Context: an optimization exercise on an open-source flow, tuned for small area, a short achievable clock period and few clock cycles. The choices shown serve that exercise and are no tape-out recipe. Only simulation tests tie the RTL to the original design; equivalence was not proved.

==> flow/design.v (outline; a module is shown in full before it is edited, if it fits) <==
// module rhws_cordic: 87 lines
// module rhws_sq2: 933 lines
// module random_heading_waypoint_stepper: 382 lines
module random_heading_waypoint_stepper (
    input  wire logic        clk,
    input  wire logic        rst_n,
    input  wire logic        cfg_we,
    input  wire logic [1:0]  cfg_addr,
    input  wire logic [30:0] cfg_wdata,
    input  wire logic        in_valid,
    output logic             in_ready,
    input  wire logic [31:0] in_current_north,
    input  wire logic [31:0] in_current_east,
    input  wire logic [31:0] in_current_down,
    input  wire logic [15:0] in_heading,
    input  wire logic [15:0] in_random_value,
    output logic             out_valid,
    input  wire logic        out_ready,
    output logic [1:0]       out_event_res,
    output logic [31:0]      out_target_north,
    output logic [31:0]      out_target_east,
    output logic [31:0]      out_target_down,
    output logic [31:0]      out_distance_sq
);
  // ...
==> flow/run.sh <==
#!/bin/bash
# synth_recipe.tcl (not shown) runs the flow's synth.tcl, then flattens the netlist and writes it again
# the make line also repeats each setting of config.mk as NAME=value (left out here)
make -C /OpenROAD-flow-scripts/flow DESIGN_CONFIG=/design/flow/config.mk WORK_HOME=/design/flow/orfs CLKGATE_MAP_FILE= SYNTH_SCRIPT=/design/flow/synth_recipe.tcl finish
==> flow/config.mk <==
export PLATFORM = sky130hd
export DESIGN_NAME = random_heading_waypoint_stepper
export DESIGN_NICKNAME = random_heading_waypoint_stepper
export VERILOG_FILES = /design/flow/design.v
export SDC_FILE = /design/flow/constraint.sdc
export NUM_CORES = 4
export LEC_CHECK = 0
export ABC_CLOCK_PERIOD_IN_PS = 5000
export CAP_MARGIN = 20
export CORE_MARGIN = 2
export CORE_UTILIZATION = 40
export SETUP_SLACK_MARGIN = 5
export SLEW_MARGIN = 20
==> flow/constraint.sdc <==
create_clock -name core_clock -period 13.0 [get_ports {clk}]
set_input_delay 2.6000 -clock core_clock [delete_from_list [all_inputs] [get_ports {clk}]]
set_output_delay 2.6000 -clock core_clock [all_outputs]
set_load 0.01 [all_outputs]
==> results.txt, run 1 <==
met2 wire len: 129600 um
GRT Residual Overflow: 0
GR Util met3: 0.03754
Clock Pin Slew Worst Setup and Hold Paths: 60 ps
run status: complete, no violations
Hold Path Class: reg -> reg
placed insts: 11.60k
register area share after synthesis: 0.2422
Initial Utilization: 0.4030
Max stage delay on crit path: 660 ps
Largest cell class: multi-input combinational cells
most numerous cell in the Yosys netlist: inv_1
I/O Pins: 298
Well Taps: 2656
fin crit share: 0.6835
FF+latch area: 0.01952 mm2
endpoints failing hold: 0
post-cts resize count: 368
Rel. slew slack: 0.2276
comb_multi_in: 7049
ant diodes: 3
Die W: 452.7 um
Post-DP Area: 0.08641 mm2
crit path launch type: flip-flop
post-synth top area share: 0.1901
post-CTS setup buffer count: 226
vias in the first global route: 68.36k
NumNets Final: 10.81k
GR Util All Layers: 0.2597
Testbench counts, summed over its fixed seeds: cycles 11,047.
==> module rhws_cordic, before the edit <==
module rhws_cordic (
    input  wire logic                 clk,
    input  wire logic                 init,
    input  wire logic                 step,
    input  wire logic [46:0]          xmag,      
    input  wire logic [15:0]          ang,       
    output logic signed [XW-1:0]      x_out,
    output logic signed [XW-1:0]      y_out,
    output logic                      zpos,
    output logic [3:0]                it_out
);
    logic signed [XW-1:0] x_reg, y_reg;
    logic signed [ZW-1:0] z_reg;
    logic [3:0]           it_reg;
    function automatic logic [ZW-1:0] atan_lut(input logic [3:0] idx);
        case (idx)
            4'd1:    atan_lut = 32'd316933406;
            4'd2:    atan_lut = 32'd167458907;
            4'd3:    atan_lut = 32'd85004756;
            4'd4:    atan_lut = 32'd42667331;
            4'd5:    atan_lut = 32'd21354465;
            4'd6:    atan_lut = 32'd10679838;
            4'd7:    atan_lut = 32'd5340245;
            4'd8:    atan_lut = 32'd2670163;
            4'd9:    atan_lut = 32'd1335087;
            4'd10:   atan_lut = 32'd667544;
            4'd11:   atan_lut = 32'd333772;
            4'd12:   atan_lut = 32'd166886;
            4'd13:   atan_lut = 32'd83443;
            4'd14:   atan_lut = 32'd41722;
            4'd15:   atan_lut = 32'd20861;
            default: atan_lut = 32'd0;
        endcase
    endfunction
    logic                 fold, d0neg;
    logic [15:0]          angf;
    logic signed [XW-1:0] xp, xn;
    logic signed [ZW-1:0] z0;
    assign fold  = ang[15] ^ ang[14];
    assign angf  = {ang[15] ^ fold, ang[14:0]};
    assign z0    = $signed({angf, 16'd0});
    assign d0neg = z0[ZW-1];
    assign xp    = $signed({1'b0, xmag});
    assign xn    = -xp;
    logic [3:0]           ia, ib;
    logic                 pa, pb;
    logic signed [XW-1:0] xa, ya, xb, yb;
    logic signed [XW-1:0] sya, sxa, syb, sxb;
    logic signed [ZW-1:0] za, zb, ata, atb;
    assign ia  = it_reg;
    assign ib  = it_reg + 4'd1;
    assign ata = atan_lut(ia);
    assign atb = atan_lut(ib);
    assign sya = y_reg >>> ia;
    assign sxa = x_reg >>> ia;
    assign pa = !z_reg[ZW-1];
    assign xa = x_reg + (pa ? ~sya : sya) + XW'(pa);
    assign ya = y_reg + (pa ? sxa : ~sxa) + XW'(!pa);
    assign za = z_reg + (pa ? ~ata : ata) + ZW'(pa);
    assign syb = ya >>> ib;
    assign sxb = xa >>> ib;
    assign pb = !za[ZW-1];
    assign xb = xa + (pb ? ~syb : syb) + XW'(pb);
    assign yb = ya + (pb ? sxb : ~sxb) + XW'(!pb);
    assign zb = za + (pb ? ~atb : atb) + ZW'(pb);
    always_ff @(posedge clk)
    begin
        if (init)
        begin
            x_reg  <= fold ? xn : xp;
            y_reg  <= (fold ^ d0neg) ? xn : xp;
            z_reg  <= d0neg ? (z0 + 32'sd536870912) : (z0 - 32'sd536870912);
            it_reg <= 4'd1;
        end
        else if (step)
        begin
            x_reg  <= xb;
            y_reg  <= yb;
            z_reg  <= zb;
            it_reg <= it_reg + 4'd2;
        end
    end
    assign zpos   = !z_reg[ZW-1];
    assign x_out  = x_reg;
    assign y_out  = y_reg;
    assign it_out = it_reg;
endmodule
==> module random_heading_waypoint_stepper, before the edit <==
module random_heading_waypoint_stepper (
    input  wire logic        clk,
    input  wire logic        rst_n,
    input  wire logic        cfg_we,
    input  wire logic [1:0]  cfg_addr,
    input  wire logic [30:0] cfg_wdata,
    input  wire logic        in_valid,
    output logic             in_ready,
    input  wire logic [31:0] in_current_north,
    input  wire logic [31:0] in_current_east,
    input  wire logic [31:0] in_current_down,
    input  wire logic [15:0] in_heading,
    input  wire logic [15:0] in_random_value,
    output logic             out_valid,
    input  wire logic        out_ready,
    output logic [1:0]       out_event_res,
    output logic [31:0]      out_target_north,
    output logic [31:0]      out_target_east,
    output logic [31:0]      out_target_down,
    output logic [31:0]      out_distance_sq
);
    localparam logic [29:0] GAIN = 30'd652032874;
    logic [30:0] step_dist_reg, max_step_reg;
    logic [15:0] tol_reg, intv_reg;
    logic [30:0] stepv;
    logic [15:0] iv;
    assign stepv = (step_dist_reg < max_step_reg) ? step_dist_reg : max_step_reg;
    assign iv    = (intv_reg == 16'd0) ? 16'd1 : intv_reg;
    always_ff @(posedge clk or negedge rst_n)
    begin
        if (!rst_n)
        begin
            step_dist_reg <= STEP_DISTANCE_RST;
            max_step_reg  <= MAX_STEP_RST;
            tol_reg       <= ARRIVAL_TOL_RST;
            intv_reg      <= CHECK_INTV_RST;
        end
        else if (cfg_we)
        begin
            case (cfg_addr)
                2'd0:    step_dist_reg <= cfg_wdata;
                2'd1:    max_step_reg  <= cfg_wdata;
                2'd2:    tol_reg       <= cfg_wdata[15:0];
                default: intv_reg      <= cfg_wdata[15:0];
            endcase
        end
    end
    logic        xbusy;
    logic [2:0]  xcnt;
    logic [29:0] xacc;
    logic [19:0] xsr;
    logic [3:0]  xdig;
    logic [33:0] xmul;
    logic [34:0] xsum;
    logic [46:0] xmag;
    assign xdig = 4'(stepv >> {xcnt, 2'b00});
    assign xmul = 34'(xdig) * 34'(GAIN);
    assign xsum = 35'((xcnt == 3'd0) ? 30'd0 : xacc) + 35'(xmul);
    assign xmag = {xacc[28:0], xsr[19:2]};
    always_ff @(posedge clk or negedge rst_n)
    begin
        if (!rst_n)
        begin
            xbusy <= 1'b1;
            xcnt  <= 3'd0;
        end
        else if (cfg_we && (cfg_addr == 2'd0 || cfg_addr == 2'd1))
        begin
            xbusy <= 1'b1;
            xcnt  <= 3'd0;
        end
        else if (xbusy)
        begin
            xcnt <= xcnt + 3'd1;
            if (xcnt == 3'd7)
                xbusy <= 1'b0;
        end
    end
    always_ff @(posedge clk)
    begin
        if (xbusy)
        begin
            xacc <= xsum[33:4];
            xsr  <= {xsum[3:0], xsr[19:4]};
        end
    end
    logic [15:0] tick_reg, rem_reg;
    logic        rbusy;
    logic [3:0]  rcnt;
    logic [15:0] tick_inc, rem_inc;
    logic [16:0] ra;
    logic [16:0] ra_s;
    logic        fire;
    assign tick_inc = tick_reg + 16'd1;
    assign rem_inc  = (tick_inc == 16'd0 || rem_reg + 16'd1 == iv) ? 16'd0 : rem_reg + 16'd1;
    assign ra   = {(rcnt == 4'd0) ? 16'd0 : rem_reg, tick_reg[4'd15 - rcnt]};
    assign ra_s = ra - {1'b0, iv};
    always_ff @(posedge clk or negedge rst_n)
    begin
        if (!rst_n)
        begin
            tick_reg <= 16'd0;
            rem_reg  <= 16'd0;
            rbusy    <= 1'b0;
            rcnt     <= 4'd0;
        end
        else if (cfg_we && cfg_addr == 2'd3)
        begin
            rbusy <= 1'b1;
            rcnt  <= 4'd0;
        end
        else if (rbusy)
        begin
            rem_reg <= ra_s[16] ? ra[15:0] : ra_s[15:0];
            rcnt    <= rcnt + 4'd1;
            if (rcnt == 4'd15)
                rbusy <= 1'b0;
        end
        else if (fire)
        begin
            tick_reg <= tick_inc;
            rem_reg  <= rem_inc;
        end
    end
    logic [1:0]  tolst;
    logic [31:0] tolsq_reg;
    always_ff @(posedge clk or negedge rst_n)
    begin
        if (!rst_n)
            tolst <= 2'd1;
        else if (cfg_we && cfg_addr == 2'd2)
            tolst <= 2'd1;
        else if (tolst == 2'd1)
            tolst <= 2'd2;
        else
            tolst <= 2'd0;
    end
    logic        held_reg;
    logic [31:0] tn_reg, te_reg, td_reg;
    logic        r1v;
    logic        r1_chk;
    logic [32:0] r1_dn, r1_de;
    logic [31:0] r1_d;
    logic        r1_small, r1_big, r1_mid;
    logic        ov, sv;
    logic [1:0]  o_ev, s_ev;
    logic [31:0] o_dist, s_dist;
    logic        push_sq, push_new, push;
    logic [1:0]  p_ev;
    logic [31:0] p_dist;
    logic [32:0] dn, de, mn, me;
    logic        sm_n, sm_e, bg_n, bg_e;
    logic [15:0] ang_in;
    assign dn = {tn_reg[31], tn_reg} - {in_current_north[31], in_current_north};
    assign de = {te_reg[31], te_reg} - {in_current_east[31], in_current_east};
    assign mn = dn ^ {33{dn[32]}};
    assign me = de ^ {33{de[32]}};
    assign sm_n = (mn[32:16] == 17'd0);
    assign sm_e = (me[32:16] == 17'd0);
    assign bg_n = (mn[32:24] != 9'd0);
    assign bg_e = (me[32:24] != 9'd0);
    assign ang_in = in_heading + {1'b0, in_random_value[15:1]} - 16'd16384;
    logic signed [XW-1:0] cx, cy;
    logic                 czpos;
    logic [3:0]           cit;
    logic                 r1_new, c_last, c_hold;
    assign r1_new = r1v && !held_reg;
    assign c_last = r1_new && (cit == 4'd15);
    assign c_hold = c_last && (ov || sv);
    rhws_cordic u_cordic (
        .clk    (clk),
        .init   (fire),
        .step   (!c_hold),
        .xmag   (xmag),
        .ang    (ang_in),
        .x_out  (cx),
        .y_out  (cy),
        .zpos   (czpos),
        .it_out (cit)
    );
    logic        slow_word;
    logic [4:0]  scnt;
    logic [24:0] mag_n, mag_e;
    logic [26:0] sacc;
    logic [24:0] slow_lo;
    logic [27:0] ssum;
    logic [31:0] slow_dist;
    assign slow_word = r1_chk && r1_mid;
    assign mag_n = (r1_dn[24:0] ^ {25{r1_dn[32]}}) + 25'(r1_dn[32]);
    assign mag_e = (r1_de[24:0] ^ {25{r1_de[32]}}) + 25'(r1_de[32]);
    assign ssum  = 28'((scnt == 5'd0) ? 27'd0 : sacc)
                 + (mag_n[scnt] ? 28'(mag_n) : 28'd0)
                 + (mag_e[scnt] ? 28'(mag_e) : 28'd0);
    assign slow_dist = (sacc[26:23] != 4'd0) ? 32'hFFFF_FFFF : {sacc[22:0], slow_lo[24:16]};
    always_ff @(posedge clk or negedge rst_n)
    begin
        if (!rst_n)
            scnt <= 5'd0;
        else if (r1v && held_reg && slow_word && scnt != 5'd25)
            scnt <= scnt + 5'd1;
        else if (push)
            scnt <= 5'd0;
    end
    always_ff @(posedge clk)
    begin
        if (scnt != 5'd25)
        begin
            sacc    <= ssum[27:1];
            slow_lo <= {ssum[0], slow_lo[24:1]};
        end
    end
    logic r1_moves;
    assign r1_moves = r1v && held_reg && !sv && (!slow_word || scnt == 5'd25);
    assign in_ready = !xbusy && !rbusy && (tolst == 2'd0) && (!r1v || r1_moves);
    assign fire     = in_valid && in_ready;
    always_ff @(posedge clk)
    begin
        if (in_ready || tolst == 2'd1)
        begin
            r1_d   <= in_current_down;
            r1_chk <= (rem_inc == 16'd0);
            if (tolst == 2'd1)
            begin
                r1_dn    <= {17'd0, tol_reg};
                r1_de    <= 33'd0;
                r1_small <= 1'b1;
                r1_big   <= 1'b0;
                r1_mid   <= 1'b0;
            end
            else
            begin
                r1_dn    <= dn;
                r1_de    <= de;
                r1_small <= sm_n && sm_e;
                r1_big   <= bg_n || bg_e;
                r1_mid   <= !(sm_n && sm_e) && !(bg_n || bg_e);
            end
        end
    end
    logic [33:0] sq;
    logic        reach;
    rhws_sq2 u_sq (
        .mn  (r1_dn[15:0] ^ {16{r1_dn[32]}}),
        .sn  (r1_dn[32]),
        .me  (r1_de[15:0] ^ {16{r1_de[32]}}),
        .se  (r1_de[32]),
        .sum (sq)
    );
    assign reach = r1_small && (sq[33:32] == 2'd0) && (sq[31:0] <= tolsq_reg);
    always_ff @(posedge clk)
    begin
        if (tolst == 2'd2)
            tolsq_reg <= sq[31:0];
    end
    logic signed [XW-1:0] xs, ys, xsel, ysel;
    logic signed [51:0]   fn, fe;
    logic [31:0]          new_n, new_e;
    assign xs   = cx >>> 15;
    assign ys   = cy >>> 15;
    assign ysel = czpos ? ~ys : ys;
    assign xsel = czpos ? xs : ~xs;
    assign fn = {{4{tn_reg[31]}}, tn_reg, 16'd0} - {{3{r1_dn[32]}}, r1_dn, 16'd0}
              + {{4{cx[XW-1]}}, cx} + {{4{ysel[XW-1]}}, ysel} + {51'd0, czpos} + 52'd32768;
    assign fe = {{4{te_reg[31]}}, te_reg, 16'd0} - {{3{r1_de[32]}}, r1_de, 16'd0}
              + {{4{cy[XW-1]}}, cy} + {{4{xsel[XW-1]}}, xsel} + {51'd0, !czpos} + 52'd32768;
    function automatic logic [31:0] sat32(input logic signed [35:0] v);
        if (v > 36'sh0_7FFF_FFFF)
            sat32 = 32'h7FFF_FFFF;
        else if (v < -36'sh0_8000_0000)
            sat32 = 32'h8000_0000;
        else
            sat32 = v[31:0];
    endfunction
    assign new_n = sat32(fn[51:16]);
    assign new_e = sat32(fe[51:16]);
    assign push_sq  = r1_moves;
    assign push_new = c_last && !ov && !sv;
    assign push     = push_sq || push_new;
    always_comb
    begin
        if (push_new)
        begin
            p_ev   = EV_NEW;
            p_dist = 32'd0;
        end
        else if (!r1_chk)
        begin
            p_ev   = EV_IDLE;
            p_dist = 32'd0;
        end
        else if (r1_big)
        begin
            p_ev   = EV_FAR;
            p_dist = 32'hFFFF_FFFF;
        end
        else if (r1_mid)
        begin
            p_ev   = EV_FAR;
            p_dist = slow_dist;
        end
        else
        begin
            p_ev   = reach ? EV_REACHED : EV_FAR;
            p_dist = {14'd0, sq[33:16]};
        end
    end
    always_ff @(posedge clk or negedge rst_n)
    begin
        if (!rst_n)
        begin
            held_reg <= 1'b0;
            r1v      <= 1'b0;
            ov       <= 1'b0;
            sv       <= 1'b0;
        end
        else
        begin
            if (push_new)
                held_reg <= 1'b1;
            else if (push_sq && r1_chk && reach)
                held_reg <= 1'b0;
            if (fire)
                r1v <= 1'b1;
            else if (push)
                r1v <= 1'b0;
            if (ov && out_ready)
            begin
                if (sv)
                    sv <= 1'b0;
                else if (!push)
                    ov <= 1'b0;
            end
            else if (!ov)
            begin
                if (push)
                    ov <= 1'b1;
            end
            else if (push)
            begin
                sv <= 1'b1;
            end
        end
    end
    always_ff @(posedge clk)
    begin
        if (push_new)
        begin
            tn_reg <= new_n;
            te_reg <= new_e;
            td_reg <= r1_d;
        end
        if (ov && out_ready)
        begin
            if (sv)
            begin
                o_ev   <= s_ev;
                o_dist <= s_dist;
            end
            else
            begin
                o_ev   <= p_ev;
                o_dist <= p_dist;
            end
        end
        else if (!ov)
        begin
            o_ev   <= p_ev;
            o_dist <= p_dist;
        end
        else if (push)
        begin
            s_ev   <= p_ev;
            s_dist <= p_dist;
        end
    end
    assign out_valid        = ov;
    assign out_event_res    = o_ev;
    assign out_distance_sq  = o_dist;
    assign out_target_north = tn_reg;
    assign out_target_east  = te_reg;
    assign out_target_down  = td_reg;
endmodule
==> run 2, diff against run 1 <==
--- a/flow/design.v
+++ b/flow/design.v
@@ -14,17 +14,16 @@
 endpackage
 `default_nettype wire
 `timescale 1ns / 1ps
 `default_nettype none
 import rhws_pkg::*;
 module rhws_cordic (
     input  wire logic                 clk,
     input  wire logic                 init,
-    input  wire logic                 step,
     input  wire logic [46:0]          xmag,      
     input  wire logic [15:0]          ang,       
     output logic signed [XW-1:0]      x_out,
     output logic signed [XW-1:0]      y_out,
     output logic                      zpos,
     output logic [3:0]                it_out
 );
     logic signed [XW-1:0] x_reg, y_reg;
@@ -85,17 +84,17 @@
     begin
         if (init)
         begin
             x_reg  <= fold ? xn : xp;
             y_reg  <= (fold ^ d0neg) ? xn : xp;
             z_reg  <= d0neg ? (z0 + 32'sd536870912) : (z0 - 32'sd536870912);
             it_reg <= 4'd1;
         end
-        else if (step)
+        else
         begin
             x_reg  <= xb;
             y_reg  <= yb;
             z_reg  <= zb;
             it_reg <= it_reg + 4'd2;
         end
     end
     assign zpos   = !z_reg[ZW-1];
@@ -106,17 +105,18 @@
 `default_nettype wire
 `timescale 1ns / 1ps
 `default_nettype none
 module rhws_sq2 (
     input  wire logic [15:0] mn,
     input  wire logic        sn,
     input  wire logic [15:0] me,
     input  wire logic        se,
-    output logic [33:0] sum
+    output logic [32:0] row0,
+    output logic [32:0] row1
 );
     logic pn_0_1, pn_0_2, pn_0_3, pn_0_4, pn_0_5, pn_0_6, pn_0_7, pn_0_8;
     logic pn_0_9, pn_0_10, pn_0_11, pn_0_12, pn_0_13, pn_0_14, pn_0_15, pn_1_2;
     logic pn_1_3, pn_1_4, pn_1_5, pn_1_6, pn_1_7, pn_1_8, pn_1_9, pn_1_10;
     logic pn_1_11, pn_1_12, pn_1_13, pn_1_14, pn_1_15, pn_2_3, pn_2_4, pn_2_5;
     logic pn_2_6, pn_2_7, pn_2_8, pn_2_9, pn_2_10, pn_2_11, pn_2_12, pn_2_13;
     logic pn_2_14, pn_2_15, pn_3_4, pn_3_5, pn_3_6, pn_3_7, pn_3_8, pn_3_9;
     logic pn_3_10, pn_3_11, pn_3_12, pn_3_13, pn_3_14, pn_3_15, pn_4_5, pn_4_6;
@@ -1029,20 +1029,18 @@
     assign fs269 = fc237 ^ fs238 ^ fs208;
     assign fc269 = (fc237 & fs238) | (fc237 & fs208) | (fs238 & fs208);
     assign fs270 = fc238 ^ fs239 ^ pe_13_15;
     assign fc270 = (fc238 & fs239) | (fc238 & pe_13_15) | (fs239 & pe_13_15);
     assign fs271 = fc239 ^ fs240 ^ me[15];
     assign fc271 = (fc239 & fs240) | (fc239 & me[15]) | (fs240 & me[15]);
     assign hs272 = fc240 ^ hc210;
     assign hc272 = fc240 & hc210;
-    logic [32:0] row0, row1;
     assign row0 = {hc272, fc271, fc270, fc269, fc268, fc267, fc266, fc265, fc264, fc263, fc262, fc261, fc260, fc259, fc258, fc257, fc256, fc255, fc254, fc253, fc252, fc251, fc250, fc249, fc248, fc247, fc246, fc245, fc244, fc243, fc242, hc241, hs241};
     assign row1 = {1'b0, hs272, fs271, fs270, fs269, fs268, fs267, fs266, fs265, fs264, fs263, fs262, fs261, fs260, fs259, fs258, fs257, fs256, fs255, fs254, fs253, fs252, fs251, fs250, fs249, fs248, fs247, fs246, fs245, fs244, fs243, fs242, se};
-    assign sum  = {1'b0, row0} + {1'b0, row1};
 endmodule
 `default_nettype wire
 `timescale 1ns / 1ps
 `default_nettype none
 import rhws_pkg::*;
 module random_heading_waypoint_stepper (
     input  wire logic        clk,
     input  wire logic        rst_n,
@@ -1085,53 +1083,104 @@
             case (cfg_addr)
                 2'd0:    step_dist_reg <= cfg_wdata;
                 2'd1:    max_step_reg  <= cfg_wdata;
                 2'd2:    tol_reg       <= cfg_wdata[15:0];
                 default: intv_reg      <= cfg_wdata[15:0];
             endcase
         end
     end
-    logic        xbusy;
-    logic [2:0]  xcnt;
-    logic [29:0] xacc;
-    logic [19:0] xsr;
+    localparam logic [1:0] MU_IDLE = 2'd0;
+    localparam logic [1:0] MU_X    = 2'd1;
+    localparam logic [1:0] MU_SLOW = 2'd2;
+    localparam logic [1:0] MU_DONE = 2'd3;
+    logic [1:0]  mu_st;
+    logic [5:0]  mu_cnt;
+    logic [29:0] mu_acc;
+    logic [24:0] mu_sr;
     logic [3:0]  xdig;
-    logic [33:0] xmul;
-    logic [34:0] xsum;
+    logic [33:0] mu_op;
+    logic [34:0] mu_sum;
     logic [46:0] xmag;
-    assign xdig = 4'(stepv >> {xcnt, 2'b00});
-    assign xmul = 34'(xdig) * 34'(GAIN);
-    assign xsum = 35'((xcnt == 3'd0) ? 30'd0 : xacc) + 35'(xmul);
-    assign xmag = {xacc[28:0], xsr[19:2]};
+    logic [24:0] mag_n, mag_e;
+    logic [24:0] slow_op;
+    logic        slow_bit;
+    logic [31:0] slow_dist;
+    logic        slow_start;
+    assign xdig     = 4'(stepv >> {mu_cnt[2:0], 2'b00});
+    assign slow_op  = mu_cnt[0] ? mag_e : mag_n;
+    assign slow_bit = slow_op[mu_cnt[5:1]];
+    assign mu_op    = (mu_st == MU_X) ? 34'(xdig) * 34'(GAIN) : (slow_bit ? 34'(slow_op) : 34'd0);
+    assign mu_sum   = 35'((mu_cnt == 6'd0) ? 30'd0 : mu_acc) + 35'(mu_op);
+    assign xmag     = {mu_acc[28:0], mu_sr[24:7]};
+    assign slow_dist = (mu_acc[29:23] != 7'd0) ? 32'hFFFF_FFFF : {mu_acc[22:0], mu_sr[24:16]};
     always_ff @(posedge clk or negedge rst_n)
     begin
         if (!rst_n)
         begin
-            xbusy <= 1'b1;
-            xcnt  <= 3'd0;
+            mu_st  <= MU_X;
+            mu_cnt <= 6'd0;
         end
         else if (cfg_we && (cfg_addr == 2'd0 || cfg_addr == 2'd1))
         begin
-            xbusy <= 1'b1;
-            xcnt  <= 3'd0;
+            mu_st  <= MU_X;
+            mu_cnt <= 6'd0;
         end
-        else if (xbusy)
+        else
         begin
-            xcnt <= xcnt + 3'd1;
-            if (xcnt == 3'd7)
-                xbusy <= 1'b0;
+            case (mu_st)
+                MU_X:
+                begin
+                    mu_cnt <= mu_cnt + 6'd1;
+                    if (mu_cnt == 6'd7)
+                        mu_st <= MU_IDLE;
+                end
+                MU_SLOW:
+                begin
+                    mu_cnt <= mu_cnt + 6'd1;
+                    if (mu_cnt == 6'd49)
+                        mu_st <= MU_DONE;
+                end
+                MU_DONE:
+                begin
+                    if (push)
+                    begin
+                        mu_st  <= MU_X;
+                        mu_cnt <= 6'd0;
+                    end
+                end
+                default:
+                begin
+                    if (slow_start)
+                    begin
+                        mu_st  <= MU_SLOW;
+                        mu_cnt <= 6'd0;
+                    end
+                end
+            endcase
         end
     end
     always_ff @(posedge clk)
     begin
-        if (xbusy)
+        if (mu_st == MU_X)
+        begin
+            mu_acc <= mu_sum[33:4];
+            mu_sr  <= {mu_sum[3:0], mu_sr[24:4]};
+        end
+        else if (mu_st == MU_SLOW)
         begin
-            xacc <= xsum[33:4];
-            xsr  <= {xsum[3:0], xsr[19:4]};
+            if (mu_cnt[0])
+            begin
+                mu_acc <= mu_sum[30:1];
+                mu_sr  <= {mu_sum[0], mu_sr[24:1]};
+            end
+            else
+            begin
+                mu_acc <= mu_sum[29:0];
+            end
         end
     end
     logic [15:0] tick_reg, rem_reg;
     logic        rbusy;
     logic [3:0]  rcnt;
     logic [15:0] tick_inc, rem_inc;
     logic [16:0] ra;
     logic [16:0] ra_s;
@@ -1162,188 +1211,152 @@
                 rbusy <= 1'b0;
         end
         else if (fire)
         begin
             tick_reg <= tick_inc;
             rem_reg  <= rem_inc;
         end
     end
-    logic [1:0]  tolst;
+    logic        tolst;
     logic [31:0] tolsq_reg;
     always_ff @(posedge clk or negedge rst_n)
     begin
         if (!rst_n)
-            tolst <= 2'd1;
+            tolst <= 1'b1;
         else if (cfg_we && cfg_addr == 2'd2)
-            tolst <= 2'd1;
-        else if (tolst == 2'd1)
-            tolst <= 2'd2;
+            tolst <= 1'b1;
         else
-            tolst <= 2'd0;
+            tolst <= 1'b0;
     end
     logic        held_reg;
     logic [31:0] tn_reg, te_reg, td_reg;
     logic        r1v;
     logic        r1_chk;
-    logic [32:0] r1_dn, r1_de;
-    logic [31:0] r1_d;
-    logic        r1_small, r1_big, r1_mid;
-    logic        ov, sv;
-    logic [1:0]  o_ev, s_ev;
-    logic [31:0] o_dist, s_dist;
+    logic [31:0] r1_n, r1_e, r1_d;
+    logic [15:0] r1_ang;
+    logic        ov;
+    logic [1:0]  o_ev;
+    logic [31:0] o_dist;
+    logic        o_free;
     logic        push_sq, push_new, push;
     logic [1:0]  p_ev;
     logic [31:0] p_dist;
-    logic [32:0] dn, de, mn, me;
-    logic        sm_n, sm_e, bg_n, bg_e;
-    logic [15:0] ang_in;
-    assign dn = {tn_reg[31], tn_reg} - {in_current_north[31], in_current_north};
-    assign de = {te_reg[31], te_reg} - {in_current_east[31], in_current_east};
-    assign mn = dn ^ {33{dn[32]}};
-    assign me = de ^ {33{de[32]}};
-    assign sm_n = (mn[32:16] == 17'd0);
-    assign sm_e = (me[32:16] == 17'd0);
-    assign bg_n = (mn[32:24] != 9'd0);
-    assign bg_e = (me[32:24] != 9'd0);
-    assign ang_in = in_heading + {1'b0, in_random_value[15:1]} - 16'd16384;
+    assign o_free = !ov || out_ready;
+    logic [15:0]          ang_in;
     logic signed [XW-1:0] cx, cy;
     logic                 czpos;
     logic [3:0]           cit;
     logic                 r1_new, c_last, c_hold;
+    assign ang_in = in_heading + {1'b0, in_random_value[15:1]} - 16'd16384;
     assign r1_new = r1v && !held_reg;
     assign c_last = r1_new && (cit == 4'd15);
-    assign c_hold = c_last && (ov || sv);
+    assign c_hold = c_last && !o_free;
     rhws_cordic u_cordic (
         .clk    (clk),
-        .init   (fire),
-        .step   (!c_hold),
+        .init   (fire || c_hold),
         .xmag   (xmag),
-        .ang    (ang_in),
+        .ang    (fire ? ang_in : r1_ang),
         .x_out  (cx),
         .y_out  (cy),
         .zpos   (czpos),
         .it_out (cit)
     );
-    logic        slow_word;
-    logic [4:0]  scnt;
-    logic [24:0] mag_n, mag_e;
-    logic [26:0] sacc;
-    logic [24:0] slow_lo;
-    logic [27:0] ssum;
-    logic [31:0] slow_dist;
-    assign slow_word = r1_chk && r1_mid;
-    assign mag_n = (r1_dn[24:0] ^ {25{r1_dn[32]}}) + 25'(r1_dn[32]);
-    assign mag_e = (r1_de[24:0] ^ {25{r1_de[32]}}) + 25'(r1_de[32]);
-    assign ssum  = 28'((scnt == 5'd0) ? 27'd0 : sacc)
-                 + (mag_n[scnt] ? 28'(mag_n) : 28'd0)
-                 + (mag_e[scnt] ? 28'(mag_e) : 28'd0);
-    assign slow_dist = (sacc[26:23] != 4'd0) ? 32'hFFFF_FFFF : {sacc[22:0], slow_lo[24:16]};
-    always_ff @(posedge clk or negedge rst_n)
-    begin
-        if (!rst_n)
-            scnt <= 5'd0;
-        else if (r1v && held_reg && slow_word && scnt != 5'd25)
-            scnt <= scnt + 5'd1;
-        else if (push)
-            scnt <= 5'd0;
-    end
-    always_ff @(posedge clk)
-    begin
-        if (scnt != 5'd25)
-        begin
-            sacc    <= ssum[27:1];
-            slow_lo <= {ssum[0], slow_lo[24:1]};
-        end
-    end
-    logic r1_moves;
-    assign r1_moves = r1v && held_reg && !sv && (!slow_word || scnt == 5'd25);
-    assign in_ready = !xbusy && !rbusy && (tolst == 2'd0) && (!r1v || r1_moves);
-    assign fire     = in_valid && in_ready;
-    always_ff @(posedge clk)
-    begin
-        if (in_ready || tolst == 2'd1)
-        begin
-            r1_d   <= in_current_down;
-            r1_chk <= (rem_inc == 16'd0);
-            if (tolst == 2'd1)
-            begin
-                r1_dn    <= {17'd0, tol_reg};
-                r1_de    <= 33'd0;
-                r1_small <= 1'b1;
-                r1_big   <= 1'b0;
-                r1_mid   <= 1'b0;
-            end
-            else
-            begin
-                r1_dn    <= dn;
-                r1_de    <= de;
-                r1_small <= sm_n && sm_e;
-                r1_big   <= bg_n || bg_e;
-                r1_mid   <= !(sm_n && sm_e) && !(bg_n || bg_e);
-            end
-        end
-    end
+    logic [32:0] dn, de, mn, me;
+    logic        sgn_n, sgn_e;
+    logic        d_small, d_big, d_mid;
+    assign dn    = {tn_reg[31], tn_reg} - {r1_n[31], r1_n};
+    assign de    = {te_reg[31], te_reg} - {r1_e[31], r1_e};
+    assign sgn_n = dn[32];
+    assign sgn_e = de[32];
+    assign mn    = dn ^ {33{sgn_n}};      
+    assign me    = de ^ {33{sgn_e}};
+    assign d_small = (mn[32:16] == 17'd0) && (me[32:16] == 17'd0);
+    assign d_big   = (mn[32:24] != 9'd0) || (me[32:24] != 9'd0);
+    assign d_mid   = !d_small && !d_big;
+    logic [32:0] sq0, sq1;
     logic [33:0] sq;
+    logic [34:0] sqd;
     logic        reach;
     rhws_sq2 u_sq (
-        .mn  (r1_dn[15:0] ^ {16{r1_dn[32]}}),
-        .sn  (r1_dn[32]),
-        .me  (r1_de[15:0] ^ {16{r1_de[32]}}),
-        .se  (r1_de[32]),
-        .sum (sq)
+        .mn   (tolst ? tol_reg : mn[15:0]),
+        .sn   (!tolst && sgn_n),
+        .me   (tolst ? 16'd0 : me[15:0]),
+        .se   (!tolst && sgn_e),
+        .row0 (sq0),
+        .row1 (sq1)
     );
-    assign reach = r1_small && (sq[33:32] == 2'd0) && (sq[31:0] <= tolsq_reg);
+    assign sq    = {1'b0, sq0} + {1'b0, sq1};
+    assign sqd   = {2'b0, sq0} + {2'b0, sq1} + ~{3'b0, tolsq_reg};
+    assign reach = d_small && sqd[34];
+    logic slow_word;
+    assign slow_word  = r1_chk && d_mid;
+    assign slow_start = r1v && held_reg && slow_word;
+    assign mag_n      = mn[24:0] + 25'(sgn_n);
+    assign mag_e      = me[24:0] + 25'(sgn_e);
     always_ff @(posedge clk)
     begin
-        if (tolst == 2'd2)
+        if (tolst)
             tolsq_reg <= sq[31:0];
     end
     logic signed [XW-1:0] xs, ys, xsel, ysel;
     logic signed [51:0]   fn, fe;
     logic [31:0]          new_n, new_e;
     assign xs   = cx >>> 15;
     assign ys   = cy >>> 15;
     assign ysel = czpos ? ~ys : ys;
     assign xsel = czpos ? xs : ~xs;
-    assign fn = {{4{tn_reg[31]}}, tn_reg, 16'd0} - {{3{r1_dn[32]}}, r1_dn, 16'd0}
+    assign fn = {{4{r1_n[31]}}, r1_n, 16'd0}
               + {{4{cx[XW-1]}}, cx} + {{4{ysel[XW-1]}}, ysel} + {51'd0, czpos} + 52'd32768;
-    assign fe = {{4{te_reg[31]}}, te_reg, 16'd0} - {{3{r1_de[32]}}, r1_de, 16'd0}
+    assign fe = {{4{r1_e[31]}}, r1_e, 16'd0}
               + {{4{cy[XW-1]}}, cy} + {{4{xsel[XW-1]}}, xsel} + {51'd0, !czpos} + 52'd32768;
     function automatic logic [31:0] sat32(input logic signed [35:0] v);
         if (v > 36'sh0_7FFF_FFFF)
             sat32 = 32'h7FFF_FFFF;
         else if (v < -36'sh0_8000_0000)
             sat32 = 32'h8000_0000;
         else
             sat32 = v[31:0];
     endfunction
     assign new_n = sat32(fn[51:16]);
     assign new_e = sat32(fe[51:16]);
-    assign push_sq  = r1_moves;
-    assign push_new = c_last && !ov && !sv;
+    assign push_sq  = r1v && held_reg && o_free && (!slow_word || mu_st == MU_DONE);
+    assign push_new = c_last && o_free;
     assign push     = push_sq || push_new;
+    assign in_ready = (mu_st == MU_IDLE) && !rbusy && !tolst && (!r1v || push);
+    assign fire     = in_valid && in_ready;
+    always_ff @(posedge clk)
+    begin
+        if (in_ready)
+        begin
+            r1_n   <= in_current_north;
+            r1_e   <= in_current_east;
+            r1_d   <= in_current_down;
+            r1_ang <= ang_in;
+            r1_chk <= (rem_inc == 16'd0);
+        end
+    end
     always_comb
     begin
         if (push_new)
         begin
             p_ev   = EV_NEW;
             p_dist = 32'd0;
         end
         else if (!r1_chk)
         begin
             p_ev   = EV_IDLE;
             p_dist = 32'd0;
         end
-        else if (r1_big)
+        else if (d_big)
         begin
             p_ev   = EV_FAR;
             p_dist = 32'hFFFF_FFFF;
         end
-        else if (r1_mid)
+        else if (d_mid)
         begin
             p_ev   = EV_FAR;
             p_dist = slow_dist;
         end
         else
         begin
             p_ev   = reach ? EV_REACHED : EV_FAR;
             p_dist = {14'd0, sq[33:16]};
@@ -1351,77 +1364,46 @@
     end
     always_ff @(posedge clk or negedge rst_n)
     begin
         if (!rst_n)
         begin
             held_reg <= 1'b0;
             r1v      <= 1'b0;
             ov       <= 1'b0;
-            sv       <= 1'b0;
         end
         else
         begin
             if (push_new)
                 held_reg <= 1'b1;
             else if (push_sq && r1_chk && reach)
                 held_reg <= 1'b0;
             if (fire)
                 r1v <= 1'b1;
             else if (push)
                 r1v <= 1'b0;
-            if (ov && out_ready)
-            begin
-                if (sv)
-                    sv <= 1'b0;
-                else if (!push)
-                    ov <= 1'b0;
-            end
-            else if (!ov)
-            begin
-                if (push)
-                    ov <= 1'b1;
-            end
-            else if (push)
-            begin
-                sv <= 1'b1;
-            end
+            if (push)
+                ov <= 1'b1;
+            else if (out_ready)
+                ov <= 1'b0;
         end
     end
     always_ff @(posedge clk)
     begin
         if (push_new)
         begin
             tn_reg <= new_n;
             te_reg <= new_e;
             td_reg <= r1_d;
         end
-        if (ov && out_ready)
-        begin
-            if (sv)
-            begin
-                o_ev   <= s_ev;
-                o_dist <= s_dist;
-            end
-            else
-            begin
-                o_ev   <= p_ev;
-                o_dist <= p_dist;
-            end
-        end
-        else if (!ov)
+        if (push)
         begin
             o_ev   <= p_ev;
             o_dist <= p_dist;
         end
-        else if (push)
-        begin
-            s_ev   <= p_ev;
-            s_dist <= p_dist;
-        end
     end
     assign out_valid        = ov;
     assign out_event_res    = o_ev;
     assign out_distance_sq  = o_dist;
     assign out_target_north = tn_reg;
     assign out_target_east  = te_reg;
     assign out_target_down  = td_reg;
 endmodule
==> flow/config.mk (replaced) <==
export PLATFORM = sky130hd
export DESIGN_NAME = random_heading_waypoint_stepper
export DESIGN_NICKNAME = random_heading_waypoint_stepper
export VERILOG_FILES = /design/flow/design.v
export SDC_FILE = /design/flow/constraint.sdc
export NUM_CORES = 4
export LEC_CHECK = 0
export ABC_CLOCK_PERIOD_IN_PS = 6000
export CAP_MARGIN = 20
export CORE_MARGIN = 2
export CORE_UTILIZATION = 55
export SETUP_SLACK_MARGIN = 5
export SLEW_MARGIN = 20
==> run 2 against run 1 <==
  * Critical path depth is 5 higher
  * Area after synthesis shrank 5.6%
  * Wire length grew 4.4%
  * Fmax shrank 8.9%
  * Critical path type unchanged
  * Final area fell by 3.7%
  * Sequential share of layout area fell by 2.6 points
  * Highest routed layer unchanged
==> results.txt, run 2 <==
register area share after synthesis: 0.2154 (was 0.2422)
Die Y: 375.8 um (was 452.7 um)
Inserted Clock Buffers: 77 (was 86)
Synth cell types: 109 (was 108)
Core ar.: 0.1373 mm2 (was 0.1999 mm2)
Mapped Nets: 10.11k (was 10.28k)
NumNets Final: 10.69k (was 10.81k)
Clock Sinks: 620 (was 682)
DRC viols: 0 (unchanged)
run status: complete, no violations (unchanged)
Hold Path Class: reg -> reg (unchanged)
Syn Inst Count: 8904 (was 8931)
minimum clock period: 9755 ps (was 8885 ps)
hold_buf cts: 0 (unchanged)
share of layout cells above drive strength 1: 0.1875 (was 0.1589)
Crit Path Class: reg -> reg (unchanged)
Max stage delay on crit path: 570 ps (was 660 ps)
Initial Utilization: 0.5537 (was 0.4030)
CP max-delay cell: fa_2 (was mux4_2)
Final Util: 0.6765 (was 0.4827)
Skew-Pair Late Insertion Delay: 750 ps (was 760 ps)
most frequent cells after synthesis: 865 x inv_1, 701 x xnor2_1, 700 x ha_1 (was 838 x inv_1, 787 x ha_1, 763 x nor2_1)
GRT Residual Overflow: 0 (unchanged)
Worst Skew: 64.61 ps (was 68.35 ps)
antenna violation net count after detailed routing: 0 (unchanged)
Post-Syn Area: 0.07603 mm2 (was 0.08054 mm2)
synthesized area per cell: 8.539 um2 (was 9.018 um2)
crit path launch type: flip-flop (unchanged)
PortBufs: 296 (unchanged)
largest area contributor in the netlist: edfxtp_1 (unchanged)
Total Routed Length: 289700 um (was 277500 um)
first-pass GRT wire length: 426600 um (was 410400 um)
placed insts: 10.70k (was 11.60k)
vias in the first global route: 69.29k (was 68.36k)
DR WL/cell: 25.52 um (was 22.77 um)
Max Clk Rate: 102.5 MHz (was 112.5 MHz)
placer congestion estimate: 1.018 (was 0.9817)
post-synth top area share: 0.1276 (was 0.1901)
largest net degree at the start of global routing: 123 (was 93)
Critical Path Start: r1_n[2] (was max_step_reg[12])
Die W: 375.8 um (was 452.7 um)
Worst setup EP type: flip-flop (unchanged)
DR pass1 iterations: 8 (unchanged)
Clock Pin Slew Worst Setup and Hold Paths: 60 ps (about the same)
root cell of the clock tree: clkbuf_16 (unchanged)
Synth area leaders: edfxtp_1 13%, ha_1 12%, fa_1 8.8% (was edfxtp_1 19%, ha_1 12%, fa_1 9.9%)
Slew Viols, Final: 0 (unchanged)
I/O Pins: 298 (unchanged)
Detailed Route Iter0 Violations: 7938 (was 6723)
GR Util All Layers: 0.3975 (was 0.2597)
Area Growth Syn to Fin: 22.19% (was 19.79%)
Crit Reg-Reg Startpoint: r1_n[2] (was max_step_reg[12])
fin crit share: 0.7504 (was 0.6835)
Rel. slew slack: 0.1600 (was 0.2276)
Yosys warning count: 2 (unchanged)
vias per cell: 6.308 (was 5.717)
via count: 71.62k (was 69.67k)
ys flop type: edfxtp_1 (unchanged)
setup_tns: 0 ps (unchanged)
Final HPWL DP: 220400 um (was 209400 um)
fraction of registers with async set/reset: 0.2306 (was 0.2141)
Max Cap Viol: 0 (unchanged)
Slew @ Worst Pin: 1260 ps (was 1159 ps)
Crit path required time: 13490 ps (was 13500 ps)
maximum level of the CTS H-tree: 3 (unchanged)
Crit path arrival time: 10240 ps (was 9380 ps)
area of the die: 0.1412 mm2 (was 0.2050 mm2)
commonest non-fill, non-tap cell in the layout: inv_1 (unchanged)
most numerous cell in the Yosys netlist: inv_1 (unchanged)
Final Setup Violations: 0 (unchanged)
most frequent cells in the layout: 828 x inv_1, 669 x nand2_1, 654 x nor2_1, 621 x ha_1, 605 x xnor2_1 (was 805 x inv_1, 736 x nor2_1, 697 x ha_1, 635 x nand2_1, 619 x xnor2_1)
hold path start: r1_d[21] (was r1_d[19])
Cell Rows: 136 (was 164)
RSZ-0062 raised after global routing: true (unchanged)
TritonCTS clock tree: yes (unchanged)
Post-Layout Cell Count: 11.35k (was 12.19k)
initial antenna violation count: 12 (was 6)
CTS max path bufs: 3 (unchanged)
Post-synth EDFFs: 323 (was 510)
endpoints failing hold: 0 (unchanged)
Worst Path Max Fanout: 4 (was 5)
synthesized flop and latch total: 620 (was 682)
-- run 2: changes by cell type after synthesis, sizes merged, moves of 43 or more --
cell | before | now
or3 | 41 | 88
a21o | 321 | 257
ha | 787 | 700
o21ai | 478 | 527
nand2 | 645 | 688
nand3 | 135 | 181
dfxtp | 26 | 154
fa | 400 | 335
mux2i | 218 | 263
or2 | 92 | 40
nor2 | 764 | 690
xor2 | 303 | 240
edfxtp | 510 | 323
-- run 2: path summary, 6_finish.rpt --
| path | to | slack [ps] | depth (start not counted) |
|---|---|---|---|
| min | td_reg[21] | 420 | 0 |
| max reg2reg | o_dist[15] | 3240 | 41 |
| max | o_dist[15] | 3240 | 41 |
| min reg2reg | td_reg[21] | 420 | 0 |
| min in group asynchronous | rem_reg[13] | 1900 | 1 |
| max in group asynchronous | mu_cnt[0] | 9660 | 2 |
-- run 2: per-stage QoR --
stage	cell area (um2)	setup slack [ps]	hold WS [ps]
after floorplan	76790	3647	400.3
after global placement	81240	1885	400.3
after detailed placement	81240	1791	404.5
after CTS	89720	3548	418.2
after global routing	92900	2838	421.5
final	92900	3245	416.1
-- run 2: logic make-up after synthesis --
kind of cell / synth area share
and+or+nand+nor: 0.1529
DFF: 0.2154
buffers and inverters: 0.06280
xor gates and xnor gates: 0.1084
AOI/OAI and AO/OA: 0.1805
adders and majority gates: 0.2034
muxes: 0.07654
-- run 2: cell type report --
| cell class | instances | area (um2) |
|---|---|---|
| clock buffers | 91 | 2039 |
| well taps | 1794 | 2245 |
| multi-input cells | 7023 | 59920 |
| diodes | 3 | 7.507 |
| repair buffers | 896 | 8308 |
| clock inverters | 52 | 618.1 |
| flip-flops and latches | 620 | 16390 |
| repair inverters | 1 | 8.758 |
| fillers | 11359 | 44420 |
| inverters | 874 | 3354 |
-- run 2: what timing repair did --
action / in CTS / in global routing
cloned: 9 / 2
pin swaps: 291 / 281
setup endpoints to repair: 211 / 144
setup buffers: 336 / 157
gates resized for setup: 632 / 407
-- run 2: worst max-delay path, delay by kind of cell, from the launching register on --
family	cells	cell delay [ps]
adders and majority gates	9	3550
AOI/OAI and AO/OA	14	3380
DFF	1	400
xor gates and xnor gates	1	90
and+or+nand+nor	5	810
buffers and inverters	12	1240
-- run 2: routing by layer --
| metal | part of all wire | up-vias | routed length, um | global-route usage |
|---|---|---|---|---|
| li1 | - | 32430 | - | - |
| met1 | 0.39 | 34733 | 114000 | 0.5186 |
| met2 | 0.43 | 3640 | 124000 | 0.5996 |
| met3 | 0.11 | 811 | 31890 | 0.1021 |
| met4 | 0.068 | 4 | 19810 | 0.2225 |
| met5 | 0.00011 | - | 31 | 0 |
Testbench counts of run 2, summed over its fixed seeds: cycles 10,284.
==> run 3, diff against run 2 <==
--- a/flow/design.v
+++ b/flow/design.v
@@ -60,25 +60,43 @@
     assign xp    = $signed({1'b0, xmag});
     assign xn    = -xp;
-    logic [3:0]           ia, ib;
+    logic [3:0]           ia, ib, iab;
     logic                 pa, pb;
-    logic signed [XW-1:0] xa, ya, xb, yb;
-    logic signed [XW-1:0] sya, sxa, syb, sxb;
     logic signed [ZW-1:0] za, zb, ata, atb;
+    logic signed [XW-1:0] ysa, ysb, ysab, xsa, xsb, xsab;
+    logic [14:0]          bmask;
+    logic [15:0]          cx_sum, cy_sum;
+    logic                 cxc, cyc;
+    logic signed [XW-1:0] ax1, ax2, ax3, ay1, ay2, ay3;
+    logic [1:0]           kx, ky;
+    logic signed [XW-1:0] xb, yb;
     assign ia  = it_reg;
     assign ib  = it_reg + 4'd1;
     assign ata = atan_lut(ia);
     assign atb = atan_lut(ib);
-    assign sya = y_reg >>> ia;
-    assign sxa = x_reg >>> ia;
     assign pa = !z_reg[ZW-1];
-    assign xa = x_reg + (pa ? ~sya : sya) + XW'(pa);
-    assign ya = y_reg + (pa ? sxa : ~sxa) + XW'(!pa);
     assign za = z_reg + (pa ? ~ata : ata) + ZW'(pa);
-    assign syb = ya >>> ib;
-    assign sxb = xa >>> ib;
     assign pb = !za[ZW-1];
-    assign xb = xa + (pb ? ~syb : syb) + XW'(pb);
-    assign yb = ya + (pb ? sxb : ~sxb) + XW'(!pb);
     assign zb = za + (pb ? ~atb : atb) + ZW'(pb);
+    assign ysa  = y_reg >>> ia;
+    assign ysb  = y_reg >>> ib;
+    assign ysab = y_reg >>> ({1'b0, ia} + {1'b0, ib});
+    assign xsa  = x_reg >>> ia;
+    assign xsb  = x_reg >>> ib;
+    assign xsab = x_reg >>> ({1'b0, ia} + {1'b0, ib});
+    assign bmask  = ~(15'h7FFF << ib);
+    assign cx_sum = {1'b0, y_reg[14:0] | ~bmask} + {1'b0, (pa ? xsa[14:0] : ~xsa[14:0]) & bmask} + 16'(!pa);
+    assign cy_sum = {1'b0, x_reg[14:0] | ~bmask} + {1'b0, (pa ? ~ysa[14:0] : ysa[14:0]) & bmask} + 16'(pa);
+    assign cxc    = cx_sum[15];
+    assign cyc    = cy_sum[15];
+    assign ax1 = pa ? ~ysa : ysa;
+    assign ax2 = pb ? ~ysb : ysb;
+    assign ax3 = (pa ^ pb) ? xsab : ~xsab;
+    assign kx  = 2'(pa) + (pb ? 2'(2'd2 - 2'(cxc)) : 2'(cxc));
+    assign ay1 = pa ? xsa : ~xsa;
+    assign ay2 = pb ? xsb : ~xsb;
+    assign ay3 = (pa ^ pb) ? ysab : ~ysab;
+    assign ky  = 2'(!pa) + (pb ? 2'(cyc) : 2'(2'd2 - 2'(cyc)));
+    assign xb = x_reg + ax1 + ax2 + ax3 + {{(XW-2){1'b0}}, kx};
+    assign yb = y_reg + ay1 + ay2 + ay3 + {{(XW-2){1'b0}}, ky};
     always_ff @(posedge clk)
     begin
@@ -1102,6 +1120,7 @@
     logic [46:0] xmag;
     logic [24:0] mag_n, mag_e;
-    logic [24:0] slow_op;
-    logic        slow_bit;
+    logic [24:0] slow_op, sop_v;
+    logic        slow_bit, sop_b;
+    logic        mu_first, mu_shift;
     logic [31:0] slow_dist;
     logic        slow_start;
@@ -1109,6 +1128,8 @@
     assign slow_op  = mu_cnt[0] ? mag_e : mag_n;
     assign slow_bit = slow_op[mu_cnt[5:1]];
-    assign mu_op    = (mu_st == MU_X) ? 34'(xdig) * 34'(GAIN) : (slow_bit ? 34'(slow_op) : 34'd0);
-    assign mu_sum   = 35'((mu_cnt == 6'd0) ? 30'd0 : mu_acc) + 35'(mu_op);
+    assign mu_op    = (mu_st == MU_X) ? 34'(xdig) * 34'(GAIN) : (sop_b ? 34'(sop_v) : 34'd0);
+    assign mu_first = (mu_st == MU_X) ? (mu_cnt == 6'd0) : (mu_cnt == 6'd1);
+    assign mu_shift = !mu_cnt[0] && (mu_cnt != 6'd0);
+    assign mu_sum   = 35'(mu_first ? 30'd0 : mu_acc) + 35'(mu_op);
     assign xmag     = {mu_acc[28:0], mu_sr[24:7]};
     assign slow_dist = (mu_acc[29:23] != 7'd0) ? 32'hFFFF_FFFF : {mu_acc[22:0], mu_sr[24:16]};
@@ -1137,5 +1158,5 @@
                 begin
                     mu_cnt <= mu_cnt + 6'd1;
-                    if (mu_cnt == 6'd49)
+                    if (mu_cnt == 6'd50)
                         mu_st <= MU_DONE;
                 end
@@ -1166,7 +1187,7 @@
             mu_sr  <= {mu_sum[3:0], mu_sr[24:4]};
         end
-        else if (mu_st == MU_SLOW)
+        else if (mu_st == MU_SLOW && mu_cnt != 6'd0)
         begin
-            if (mu_cnt[0])
+            if (mu_shift)
             begin
                 mu_acc <= mu_sum[30:1];
@@ -1178,4 +1199,9 @@
             end
         end
+        if (mu_st == MU_SLOW)
+        begin
+            sop_v <= slow_op;
+            sop_b <= slow_bit;
+        end
     end
     logic [15:0] tick_reg, rem_reg;
@@ -1217,14 +1243,16 @@
         end
     end
-    logic        tolst;
+    logic [1:0]  tolst;
     logic [31:0] tolsq_reg;
     always_ff @(posedge clk or negedge rst_n)
     begin
         if (!rst_n)
-            tolst <= 1'b1;
+            tolst <= 2'd1;
         else if (cfg_we && cfg_addr == 2'd2)
-            tolst <= 1'b1;
+            tolst <= 2'd1;
+        else if (tolst == 2'd1)
+            tolst <= 2'd2;
         else
-            tolst <= 1'b0;
+            tolst <= 2'd0;
     end
     logic        held_reg;
@@ -1232,23 +1260,34 @@
     logic        r1v;
     logic        r1_chk;
-    logic [31:0] r1_n, r1_e, r1_d;
+    logic [32:0] r1_mn, r1_me;       
+    logic        r1_sn, r1_se;       
+    logic [31:0] r1_d;
     logic [15:0] r1_ang;
-    logic        ov;
-    logic [1:0]  o_ev;
-    logic [31:0] o_dist;
-    logic        o_free;
+    logic        r1_small, r1_big, r1_mid;
+    logic        ov, sv;
+    logic [1:0]  o_ev, s_ev;
+    logic [31:0] o_dist, s_dist;
     logic        push_sq, push_new, push;
     logic [1:0]  p_ev;
     logic [31:0] p_dist;
-    assign o_free = !ov || out_ready;
-    logic [15:0]          ang_in;
+    logic [32:0] dn, de, mn, me;
+    logic        sm_n, sm_e, bg_n, bg_e;
+    logic [15:0] ang_in;
+    assign dn = {tn_reg[31], tn_reg} - {in_current_north[31], in_current_north};
+    assign de = {te_reg[31], te_reg} - {in_current_east[31], in_current_east};
+    assign mn = dn ^ {33{dn[32]}};
+    assign me = de ^ {33{de[32]}};
+    assign sm_n = (mn[32:16] == 17'd0);
+    assign sm_e = (me[32:16] == 17'd0);
+    assign bg_n = (mn[32:24] != 9'd0);
+    assign bg_e = (me[32:24] != 9'd0);
+    assign ang_in = in_heading + {1'b0, in_random_value[15:1]} - 16'd16384;
     logic signed [XW-1:0] cx, cy;
     logic                 czpos;
     logic [3:0]           cit;
     logic                 r1_new, c_last, c_hold;
-    assign ang_in = in_heading + {1'b0, in_random_value[15:1]} - 16'd16384;
     assign r1_new = r1v && !held_reg;
     assign c_last = r1_new && (cit == 4'd15);
-    assign c_hold = c_last && !o_free;
+    assign c_hold = c_last && (ov || sv);
     rhws_cordic u_cordic (
         .clk    (clk),
@@ -1261,16 +1300,43 @@
         .it_out (cit)
     );
-    logic [32:0] dn, de, mn, me;
-    logic        sgn_n, sgn_e;
-    logic        d_small, d_big, d_mid;
-    assign dn    = {tn_reg[31], tn_reg} - {r1_n[31], r1_n};
-    assign de    = {te_reg[31], te_reg} - {r1_e[31], r1_e};
-    assign sgn_n = dn[32];
-    assign sgn_e = de[32];
-    assign mn    = dn ^ {33{sgn_n}};      
-    assign me    = de ^ {33{sgn_e}};
-    assign d_small = (mn[32:16] == 17'd0) && (me[32:16] == 17'd0);
-    assign d_big   = (mn[32:24] != 9'd0) || (me[32:24] != 9'd0);
-    assign d_mid   = !d_small && !d_big;
+    logic slow_word;
+    assign slow_word  = r1_chk && r1_mid;
+    assign slow_start = r1v && held_reg && slow_word;
+    assign mag_n      = r1_mn[24:0] + 25'(r1_sn);
+    assign mag_e      = r1_me[24:0] + 25'(r1_se);
+    logic r1_moves;
+    assign r1_moves = r1v && held_reg && !sv && (!slow_word || mu_st == MU_DONE);
+    assign in_ready = (mu_st == MU_IDLE) && !rbusy && (tolst == 2'd0)
+                   && (!r1v || r1_moves || (c_last && !ov && !sv && rem_inc != 16'd0));
+    assign fire     = in_valid && in_ready;
+    always_ff @(posedge clk)
+    begin
+        if (in_ready || tolst == 2'd1)
+        begin
+            r1_d   <= in_current_down;
+            r1_ang <= ang_in;
+            r1_chk <= (rem_inc == 16'd0);
+            if (tolst == 2'd1)
+            begin
+                r1_mn    <= {17'd0, tol_reg};
+                r1_me    <= 33'd0;
+                r1_sn    <= 1'b0;
+                r1_se    <= 1'b0;
+                r1_small <= 1'b1;
+                r1_big   <= 1'b0;
+                r1_mid   <= 1'b0;
+            end
+            else
+            begin
+                r1_mn    <= mn;
+                r1_me    <= me;
+                r1_sn    <= dn[32];
+                r1_se    <= de[32];
+                r1_small <= sm_n && sm_e;
+                r1_big   <= bg_n || bg_e;
+                r1_mid   <= !(sm_n && sm_e) && !(bg_n || bg_e);
+            end
+        end
+    end
     logic [32:0] sq0, sq1;
     logic [33:0] sq;
@@ -1278,8 +1344,8 @@
     logic        reach;
     rhws_sq2 u_sq (
-        .mn   (tolst ? tol_reg : mn[15:0]),
-        .sn   (!tolst && sgn_n),
-        .me   (tolst ? 16'd0 : me[15:0]),
-        .se   (!tolst && sgn_e),
+        .mn   (r1_mn[15:0]),
+        .sn   (r1_sn),
+        .me   (r1_me[15:0]),
+        .se   (r1_se),
         .row0 (sq0),
         .row1 (sq1)
@@ -1287,25 +1353,23 @@
     assign sq    = {1'b0, sq0} + {1'b0, sq1};
     assign sqd   = {2'b0, sq0} + {2'b0, sq1} + ~{3'b0, tolsq_reg};
-    assign reach = d_small && sqd[34];
-    logic slow_word;
-    assign slow_word  = r1_chk && d_mid;
-    assign slow_start = r1v && held_reg && slow_word;
-    assign mag_n      = mn[24:0] + 25'(sgn_n);
-    assign mag_e      = me[24:0] + 25'(sgn_e);
+    assign reach = r1_small && sqd[34];
     always_ff @(posedge clk)
     begin
-        if (tolst)
+        if (tolst == 2'd2)
             tolsq_reg <= sq[31:0];
     end
     logic signed [XW-1:0] xs, ys, xsel, ysel;
+    logic [32:0]          r1_dn, r1_de;
     logic signed [51:0]   fn, fe;
     logic [31:0]          new_n, new_e;
+    assign r1_dn = r1_mn ^ {33{r1_sn}};
+    assign r1_de = r1_me ^ {33{r1_se}};
     assign xs   = cx >>> 15;
     assign ys   = cy >>> 15;
     assign ysel = czpos ? ~ys : ys;
     assign xsel = czpos ? xs : ~xs;
-    assign fn = {{4{r1_n[31]}}, r1_n, 16'd0}
+    assign fn = {{4{tn_reg[31]}}, tn_reg, 16'd0} - {{3{r1_dn[32]}}, r1_dn, 16'd0}
               + {{4{cx[XW-1]}}, cx} + {{4{ysel[XW-1]}}, ysel} + {51'd0, czpos} + 52'd32768;
-    assign fe = {{4{r1_e[31]}}, r1_e, 16'd0}
+    assign fe = {{4{te_reg[31]}}, te_reg, 16'd0} - {{3{r1_de[32]}}, r1_de, 16'd0}
               + {{4{cy[XW-1]}}, cy} + {{4{xsel[XW-1]}}, xsel} + {51'd0, !czpos} + 52'd32768;
     function automatic logic [31:0] sat32(input logic signed [35:0] v);
@@ -1319,20 +1383,7 @@
     assign new_n = sat32(fn[51:16]);
     assign new_e = sat32(fe[51:16]);
-    assign push_sq  = r1v && held_reg && o_free && (!slow_word || mu_st == MU_DONE);
-    assign push_new = c_last && o_free;
+    assign push_sq  = r1_moves;
+    assign push_new = c_last && !ov && !sv;
     assign push     = push_sq || push_new;
-    assign in_ready = (mu_st == MU_IDLE) && !rbusy && !tolst && (!r1v || push);
-    assign fire     = in_valid && in_ready;
-    always_ff @(posedge clk)
-    begin
-        if (in_ready)
-        begin
-            r1_n   <= in_current_north;
-            r1_e   <= in_current_east;
-            r1_d   <= in_current_down;
-            r1_ang <= ang_in;
-            r1_chk <= (rem_inc == 16'd0);
-        end
-    end
     always_comb
     begin
@@ -1347,10 +1398,10 @@
             p_dist = 32'd0;
         end
-        else if (d_big)
+        else if (r1_big)
         begin
             p_ev   = EV_FAR;
             p_dist = 32'hFFFF_FFFF;
         end
-        else if (d_mid)
+        else if (r1_mid)
         begin
             p_ev   = EV_FAR;
@@ -1370,4 +1421,5 @@
             r1v      <= 1'b0;
             ov       <= 1'b0;
+            sv       <= 1'b0;
         end
         else
@@ -1381,8 +1433,20 @@
             else if (push)
                 r1v <= 1'b0;
-            if (push)
-                ov <= 1'b1;
-            else if (out_ready)
-                ov <= 1'b0;
+            if (ov && out_ready)
+            begin
+                if (sv)
+                    sv <= 1'b0;
+                else if (!push)
+                    ov <= 1'b0;
+            end
+            else if (!ov)
+            begin
+                if (push)
+                    ov <= 1'b1;
+            end
+            else if (push)
+            begin
+                sv <= 1'b1;
+            end
         end
     end
@@ -1395,9 +1459,27 @@
             td_reg <= r1_d;
         end
-        if (push)
+        if (ov && out_ready)
+        begin
+            if (sv)
+            begin
+                o_ev   <= s_ev;
+                o_dist <= s_dist;
+            end
+            else
+            begin
+                o_ev   <= p_ev;
+                o_dist <= p_dist;
+            end
+        end
+        else if (!ov)
         begin
             o_ev   <= p_ev;
             o_dist <= p_dist;
         end
+        else if (push)
+        begin
+            s_ev   <= p_ev;
+            s_dist <= p_dist;
+        end
     end
     assign out_valid        = ov;
==> flow/flow/run.sh (new file) <==
#!/bin/bash
set -euo pipefail
cat config.mk > config_in.log 2>&1
sed 's/SETUP_SLACK_MARGIN=[0-9.]*/SETUP_SLACK_MARGIN=6.5/' standard.sh > standard_margin.sh
cat standard_margin.sh > standard_margin_sh.log
bash standard_margin.sh > standard_run.log 2>&1
==> flow/standard.sh (new file) <==
#!/bin/bash
# synth_recipe.tcl (not shown) runs the flow's synth.tcl, then flattens the netlist and writes it again
# the make line also repeats each setting of config.mk as NAME=value (left out here)
make -C /OpenROAD-flow-scripts/flow DESIGN_CONFIG=/design/flow/config.mk WORK_HOME=/design/flow/orfs CLKGATE_MAP_FILE= SYNTH_SCRIPT=/design/flow/synth_recipe.tcl "${@:-finish}"
removed: flow/run.sh
==> run 3 against run 2 <==
  * Still clean on timing, DRC and antenna
  * Worst setup slack improved by 1500 ps
  * Sequential cell count increased by 67
  * Critical path depth is 7 lower
  * Via count is 2.7% higher
  * Fmax increased by 18%
  * Cell count rose by 2.7%
  * Critical endpoint is now mu_acc[29]
==> results.txt, run 3 <==
run status: complete, no violations (unchanged)
DR WL/cell: 26.56 um (was 25.52 um)
placed insts: 11.16k (was 10.70k)
synthesized flop and latch total: 687 (was 620)
GR Util All Layers: 0.3849 (was 0.3975)
Post-DP Area: 0.09022 mm2 (was 0.08124 mm2)
first-pass GRT wire length: 454300 um (was 426600 um)
placer congestion estimate: 0.9983 (was 1.018)
Hold Path Class: reg -> reg (unchanged)
Slew Viols, Final: 0 (unchanged)
Cell Rows: 143 (was 136)
Core ar.: 0.1521 mm2 (was 0.1373 mm2)
most numerous cell in the Yosys netlist: xnor2_1 (was inv_1)
vias in the first global route: 71.90k (was 69.29k)
Max Clk Rate: 120.8 MHz (was 102.5 MHz)
Clock Sinks: 687 (was 620)
Final Setup Violations: 0 (unchanged)
Post-Syn Area: 0.08438 mm2 (was 0.07603 mm2)
Synth area leaders: fa_1 14%, edfxtp_1 14%, ha_1 10% (was edfxtp_1 13%, ha_1 12%, fa_1 8.8%)
hold path start: r1_d[15] (was r1_d[21])
RSZ-0062 raised after global routing: true (unchanged)
Worst Skew: 62.55 ps (was 64.61 ps)
Total Routed Length: 309800 um (was 289700 um)
WHS Path Cells: 0 (unchanged)
Crit path arrival time: 8700 ps (was 10240 ps)
Hold Path Sink: td_reg[15] (was td_reg[21])
Slew @ Worst Pin: 1145 ps (was 1260 ps)
Worst setup EP type: flip-flop (unchanged)
post-synth top area share: 0.1395 (was 0.1276)
vias per cell: 6.310 (was 6.308)
Worst Path Max Fanout: 6 (was 4)
Yosys warning count: 2 (unchanged)
PortBufs: 296 (unchanged)
Max Cap Viol: 0 (unchanged)
area of the die: 0.1566 mm2 (was 0.1412 mm2)
DR pass1 iterations: 9 (was 8)
Rel. slew slack: 0.2365 (was 0.1600)
Crit Reg-Reg Startpoint: max_step_reg[16] (was r1_n[2])
setup_tns: 0 ps (unchanged)
GRT Residual Overflow: 0 (unchanged)
Die Y: 395.7 um (was 375.8 um)
Synth cell types: 101 (was 109)
endpoints failing hold: 0 (unchanged)
Final Util: 0.6592 (was 0.6765)
minimum clock period: 8276 ps (was 9755 ps)
ys flop type: edfxtp_1 (unchanged)
-- run 3: area by class of cell --
cell class	instances	area, um2
Timing Repair inverter	2	17.52
Multi-Input combinational cell	7225	65080
Clock inverter	43	486.7
Fill cell	12612	51830
Timing Repair Buffer	826	8438
Sequential cell	687	18400
Clock buffer	119	2505
Inverter	727	2788
Tap cell	2030	2540
Antenna cell	3	7.507
-- run 3: cell families (layout without fill, tap and decap cells) --
logic type | Yosys count | in the layout | synth area share
adders and majority gates | 1291 | 1291 | 0.2437
xor gates and xnor gates | 1024 | 1024 | 0.1066
buffers and inverters | 1235 | 1717 | 0.05598
DFF | 687 | 687 | 0.2178
muxes | 578 | 578 | 0.09294
and+or+nand+nor | 2305 | 2305 | 0.1321
other | 0 | 3 | 0
AOI/OAI and AO/OA | 2026 | 2027 | 0.1508
-- run 3: how the worst max path moves through the flow --
stage	cells past startpoint	end	startpoint	slack (ps)
floorplan	42	u_cordic.x_reg[44]	u_cordic.it_reg[2]	5200
global placement	35	u_cordic.x_reg[44]	u_cordic.it_reg[1]	3120
detailed placement	35	u_cordic.x_reg[44]	u_cordic.it_reg[1]	3050
CTS	37	mu_acc[28]	max_step_reg[16]	5050
global route	36	mu_acc[28]	max_step_reg[16]	4430
finish	34	mu_acc[29]	max_step_reg[16]	4720
-- run 3: critical path, delay by kind of cell, from the launching register on --
| family | cells | cell delay [ps] |
|---|---|---|
| AO/OA/AOI/OAI | 17 | 3290 |
| flip-flops | 1 | 550 |
| adder cells (fa/ha/maj) | 6 | 1810 |
| XOR/XNOR | 1 | 210 |
| buffers and inverters | 3 | 330 |
| multiplexers | 2 | 1200 |
| AND/OR/NAND/NOR | 5 | 570 |
-- run 3: routing by layer --
layer | share of wire | wire length [um] | vias to the layer above | GRT usage
met1 | 0.41 | 127200 | 36089 | 0.5338
met2 | 0.42 | 130600 | 3990 | 0.5655
li1 | - | - | 32679 | -
met5 | 0.00025 | 77 | - | 0
met3 | 0.12 | 36380 | 819 | 0.1067
met4 | 0.050 | 15590 | 10 | 0.1596
-- run 3: through the flow --
stage / setup slack, ps
3_5_place_dp: 3053
4_1_cts: 5048
2_1_floorplan: 5204
6_report: 4724
3_3_place_gp: 3121
5_1_grt: 4433
-- run 3: repair_timing --
item                                    in CTS  in global routing
resized for setup                          498                304
gates cloned                                22                  3
endpoints found under the setup margin     348                239
setup buffers                              234                 81
pin swaps                                  274                207
Testbench counts of run 3, summed over its fixed seeds: cycles 10,937.

==> afterwards: timing with drivers on the ports <==
In the flow no input, the clock included, has a driving cell. The finished layouts below were timed again as built, in two steps. Step 1 sets driving cells, clkbuf_16 on the clock port and buf_2 on the other inputs (assumed; they add their load-dependent delay and slew). Step 2 also shifts input and output timing later by t, the mid clock arrival at the registers, as if the neighbouring blocks saw the same clock. Three values: no drivers, after step 1, after step 2; two values: the first two.
run | t (ns) | slack for setup (ns) | hold slack, ns | cell pins on the clock port's net
run 1 | 0.817 | 4.115 / 4.115 / 4.115 | 0.418 / 0.418 / 0.418 | 1
run 2 | 0.803 | 3.245 / 3.245 / 3.245 | 0.416 / 0.416 / 0.416 | 1
run 3 | 0.791 | 4.724 / 4.724 / 4.724 | 0.413 / 0.413 / 0.413 | 1
After both steps every run listed still meets setup and hold.
